From an optimization exercise on the open Yosys and OpenROAD flow, aimed at a short achievable clock period and few clock cycles; shortcuts taken in it are not production practice. Only simulation tests tie the RTL to the original design; equivalence was not proved.

==> inputs of job 5949 <==
==> flow/design.v <==
`default_nettype none
package cpu_pkg;
    localparam int WORD_W = 16;   
    localparam int REG_AW = 4;    
    localparam logic [3:0] OP_ALU  = 4'h1;
    localparam logic [3:0] OP_LI   = 4'h2;
    localparam logic [3:0] OP_LW   = 4'h3;
    localparam logic [3:0] OP_SW   = 4'h4;
    localparam logic [3:0] OP_BEQ  = 4'h5;
    localparam logic [3:0] OP_JMP  = 4'h6;
    localparam logic [3:0] OP_HALT = 4'hF;
    localparam logic [3:0] ADD = 4'h0;
    localparam logic [3:0] SUB = 4'h1;
    localparam logic [3:0] AND = 4'h2;
    localparam logic [3:0] OR  = 4'h3;
    localparam logic [3:0] XOR = 4'h4;
    localparam logic [3:0] SLT = 4'h5;    
    localparam logic [1:0] FWD_REG = 2'd0;   
    localparam logic [1:0] FWD_EX  = 2'd1;   
    localparam logic [1:0] FWD_WB  = 2'd2;   
endpackage
`default_nettype wire
`timescale 1ns/1ns
`default_nettype none
module register_file (
    input  logic        clk,
    input  logic        rst,
    input  logic [3:0]  ra1,
    input  logic [3:0]  ra2,
    input  logic        we,
    input  logic [3:0]  wa,
    input  logic [15:0] wd,
    output logic [15:0] rd1,
    output logic [15:0] rd2
);
    logic [15:0] regs [16];
    assign rd1 = regs[ra1];
    assign rd2 = regs[ra2];
    always_ff @(posedge clk or posedge rst) begin
        if (rst) begin
            for (int i = 0; i < 16; i++) regs[i] <= '0;
        end else if (we) begin
            regs[wa] <= wd;
        end
    end
endmodule
`default_nettype wire
`timescale 1ns/1ns
`default_nettype none
module cpu_top #(
    parameter int PROG_AW = 7,
    parameter int DATA_AW = 6
) (
    input  logic                          clk,
    input  logic                          rst,
    input  logic                          prog_we,
    input  logic [PROG_AW-1:0]            prog_addr,
    input  logic [cpu_pkg::WORD_W-1:0]    prog_data,
    output logic                          halted,
    output logic                          reg_wr_en,     
    output logic [cpu_pkg::REG_AW-1:0]    reg_wr_addr,
    output logic [cpu_pkg::WORD_W-1:0]    reg_wr_data,
    output logic                          mem_wr_en,     
    output logic [DATA_AW-1:0]            mem_wr_addr,
    output logic [cpu_pkg::WORD_W-1:0]    mem_wr_data
);
    localparam int F_IW    = 0;    
    localparam int F_NXT   = 12;   
    localparam int F_BT    = 19;   
    localparam int F_WE    = 26;   
    localparam int F_LW    = 27;
    localparam int F_SW    = 28;
    localparam int F_BNT   = 29;   
    localparam int F_HALT  = 30;
    localparam int F_SUB   = 31;   
    localparam int F_RADD  = 32;   
    localparam int F_RAND  = 33;
    localparam int F_ROR   = 34;
    localparam int F_RXOR  = 35;
    localparam int F_RSLT  = 36;
    localparam int F_RLI   = 37;
    localparam int PW      = 38;
    logic [PW-1:0] pm [2**PROG_AW];
    logic [PW-1:0] pw_new;
    logic [3:0]         n_op;
    logic [3:0]         n_fn;
    logic [PROG_AW-1:0] n_a1;
    logic [PROG_AW-1:0] n_bt;
    logic [PROG_AW-1:0] n_jt;
    logic               n_alu;
    logic               n_same;
    assign n_op   = prog_data[15:12];
    assign n_fn   = prog_data[3:0];
    assign n_a1   = prog_addr + PROG_AW'(1);
    assign n_bt   = n_a1 + {{(PROG_AW-4){n_fn[3]}}, n_fn};
    assign n_jt   = n_a1 + prog_data[PROG_AW-1:0];
    assign n_alu  = n_op == cpu_pkg::OP_ALU;
    assign n_same = prog_data[11:8] == prog_data[7:4];
    always_comb begin
        pw_new = '0;
        pw_new[11:0]             = prog_data[11:0];
        pw_new[F_NXT +: PROG_AW] = (n_op == cpu_pkg::OP_JMP) ? n_jt :
                                   (n_op == cpu_pkg::OP_BEQ && n_same) ? n_bt : n_a1;
        pw_new[F_BT +: PROG_AW]  = n_bt;
        pw_new[F_WE]   = n_alu || n_op == cpu_pkg::OP_LI || n_op == cpu_pkg::OP_LW;
        pw_new[F_LW]   = n_op == cpu_pkg::OP_LW;
        pw_new[F_SW]   = n_op == cpu_pkg::OP_SW;
        pw_new[F_BNT]  = n_op == cpu_pkg::OP_BEQ && !n_same && n_fn != 4'd0;
        pw_new[F_HALT] = n_op == cpu_pkg::OP_HALT;
        pw_new[F_SUB]  = n_alu && (n_fn == cpu_pkg::SUB || n_fn == cpu_pkg::SLT);
        pw_new[F_RADD] = n_alu && (n_fn == cpu_pkg::ADD || n_fn == cpu_pkg::SUB || n_fn > cpu_pkg::SLT);
        pw_new[F_RAND] = n_alu && n_fn == cpu_pkg::AND;
        pw_new[F_ROR]  = n_alu && n_fn == cpu_pkg::OR;
        pw_new[F_RXOR] = n_alu && n_fn == cpu_pkg::XOR;
        pw_new[F_RSLT] = n_alu && n_fn == cpu_pkg::SLT;
        pw_new[F_RLI]  = n_op == cpu_pkg::OP_LI;
    end
    always_ff @(posedge clk) begin
        if (prog_we && rst)
            pm[prog_addr] <= pw_new;
    end
    logic [PROG_AW-1:0] pc;
    logic [PW-1:0]      fw;           
    logic               d_valid;
    logic [PW-1:0]      d_w;
    logic               e_valid;
    logic               e_we, e_lw, e_sw, e_bnt, e_sub;
    logic               e_radd, e_rand, e_ror, e_rxor, e_rslt, e_rli;
    logic [3:0]         e_dst;
    logic [15:0]        e_a, e_b;
    logic               e_fwd_a, e_fwd_b;
    logic [DATA_AW-1:0] e_addr;
    logic [7:0]         e_imm;
    logic [PROG_AW-1:0] e_bt;
    logic [15:0] dmem [2**DATA_AW];
    logic               stall;        
    logic               redirect;     
    logic               d_halt;       
    assign fw = pm[pc];
    logic [3:0]  d_r1, d_r2, d_fn;
    logic [15:0] rd1, rd2;
    logic        e_wr;
    assign d_r1 = d_w[11:8];
    assign d_r2 = d_w[7:4];
    assign d_fn = d_w[3:0];
    assign e_wr   = e_valid && e_we;
    assign stall  = d_valid && (d_w[F_LW] || d_w[F_SW]) && e_wr && e_dst == d_r2;
    assign d_halt = d_valid && d_w[F_HALT] && !redirect;
    logic [15:0] a, b, bx, sum, alu, ld, res;
    logic        eq, lt;
    assign a   = e_fwd_a ? reg_wr_data : e_a;
    assign b   = e_fwd_b ? reg_wr_data : e_b;
    assign bx  = e_sub ? ~b : b;
    assign sum = a + bx + {15'd0, e_sub};
    assign lt  = (a[15] != b[15]) ? a[15] : sum[15];
    assign ld  = dmem[e_addr];
    assign eq  = a == b;
    assign res = ({16{e_radd}} & sum) |
                 ({16{e_rand}} & (a & b)) |
                 ({16{e_ror}}  & (a | b)) |
                 ({16{e_rxor}} & (a ^ b)) |
                 ({15'd0, e_rslt & lt}) |
                 ({16{e_rli}}  & {{8{e_imm[7]}}, e_imm}) |
                 ({16{e_lw}}   & ld);
    assign redirect = e_valid && e_bnt && eq;
    register_file u_regs (
        .clk (clk),
        .rst (rst),
        .ra1 (d_r1),
        .ra2 (d_r2),
        .we  (e_wr),
        .wa  (e_dst),
        .wd  (res),
        .rd1 (rd1),
        .rd2 (rd2)
    );
    always_ff @(posedge clk) begin
        if (e_valid && e_sw)
            dmem[e_addr] <= a;
    end
    always_ff @(posedge clk or posedge rst) begin
        if (rst) begin
            pc        <= '0;
            d_valid   <= 1'b0;
            e_valid   <= 1'b0;
            halted    <= 1'b0;
            reg_wr_en <= 1'b0;
            mem_wr_en <= 1'b0;
        end else begin
            if (redirect)
                pc <= e_bt;
            else if (!stall && !halted && !d_halt)
                pc <= fw[F_NXT +: PROG_AW];
            if (redirect || halted || d_halt)
                d_valid <= 1'b0;
            else if (!stall)
                d_valid <= 1'b1;
            e_valid   <= d_valid && !stall && !redirect && !halted && !d_w[F_HALT];
            if (d_halt)
                halted <= 1'b1;
            reg_wr_en <= e_wr;
            mem_wr_en <= e_valid && e_sw;
        end
    end
    always_ff @(posedge clk) begin
        if (!stall)
            d_w <= fw;
        e_we    <= d_w[F_WE];
        e_lw    <= d_w[F_LW];
        e_sw    <= d_w[F_SW];
        e_bnt   <= d_w[F_BNT];
        e_sub   <= d_w[F_SUB];
        e_radd  <= d_w[F_RADD];
        e_rand  <= d_w[F_RAND];
        e_ror   <= d_w[F_ROR];
        e_rxor  <= d_w[F_RXOR];
        e_rslt  <= d_w[F_RSLT];
        e_rli   <= d_w[F_RLI];
        e_dst   <= d_r1;
        e_a     <= rd1;
        e_b     <= rd2;
        e_fwd_a <= e_wr && e_dst == d_r1;
        e_fwd_b <= e_wr && e_dst == d_r2;
        e_addr  <= DATA_AW'(rd2[DATA_AW-1:0] + {{(DATA_AW-4){d_fn[3]}}, d_fn});
        e_imm   <= d_w[7:0];
        e_bt    <= d_w[F_BT +: PROG_AW];
        reg_wr_addr <= e_dst;
        reg_wr_data <= res;
        mem_wr_addr <= e_addr;
        mem_wr_data <= a;
    end
endmodule
`default_nettype wire
==> flow/run.sh <==
#!/bin/bash
# synth_recipe.tcl (not shown) runs the flow's synth.tcl, then flattens the netlist and writes it again
# the make line also repeats each setting of config.mk as NAME=value (left out here)
make -C /OpenROAD-flow-scripts/flow DESIGN_CONFIG=/design/flow/config.mk WORK_HOME=/design/flow/orfs CLKGATE_MAP_FILE= SYNTH_SCRIPT=/design/flow/synth_recipe.tcl finish
==> flow/config.mk <==
export PLATFORM = sky130hd
export DESIGN_NAME = cpu_top
export DESIGN_NICKNAME = cpu_top
export VERILOG_FILES = /design/flow/design.v
export SDC_FILE = /design/flow/constraint.sdc
export NUM_CORES = 4
export LEC_CHECK = 0
export CAP_MARGIN = 20
export CORE_MARGIN = 2
export CORE_UTILIZATION = 40
export SLEW_MARGIN = 20
==> flow/constraint.sdc <==
create_clock -name core_clock -period 8.6 [get_ports {clk}]
set_input_delay 1.7200 -clock core_clock [delete_from_list [all_inputs] [get_ports {clk}]]
set_output_delay 1.7200 -clock core_clock [all_outputs]
set_load 0.01 [all_outputs]
==> job 2255 (differences from job 5949) <==
ABC_CLOCK_PERIOD_IN_PS = 3000   (was default)
SETUP_SLACK_MARGIN = 5   (was default)
SYNTH_MEMORY_MAX_BITS = 65536   (was default)
TNS_END_PERCENT = 100   (was default)
==> qor summary <==
|  | job 5949 | job 2255 |
|---|---|---|
| YS warnings | 3 | 3 |
| Run status | did not finish | complete, no violations |
| Last stage reached | synthesis | - |
Testbench counts of job 5949, summed over its fixed seeds: cycles 38,785.
Testbench counts of job 2255, summed over its fixed seeds: cycles 38,785.

## what the ideal ports hide
How much do the figures lean on ideal ports? The routed layout below was timed once more, with nothing changed but the port constraints.
Step 1 (the two cells are an assumption about what drives the block):
set clk [get_ports {clk}]
set_driving_cell -lib_cell sky130_fd_sc_hd__clkbuf_16 $clk
set_driving_cell -lib_cell sky130_fd_sc_hd__buf_2 [delete_from_list [all_inputs] $clk]
Step 2 adds t to the input delays and takes it off the output delays; t is the mean of the earliest and latest rising clock arrival at the registers after step 1. Input paths then give back, and output paths get back, about the clock's delay inside the block.
a / b / c = ideal ports / drivers / drivers and shift; a / b = the first two.
run: job 2255
t, ns: 1.193
setup WS [ns]: 4.836 / 4.836 / 3.766
worst setup path after step 2: input to register
worst data-port slew with drivers (ns): 0.16
After both steps setup and hold are still met in job 2255. The setup slack of job 2255 moves by 0.000 ns with the drivers and by -1.070 ns with both steps.
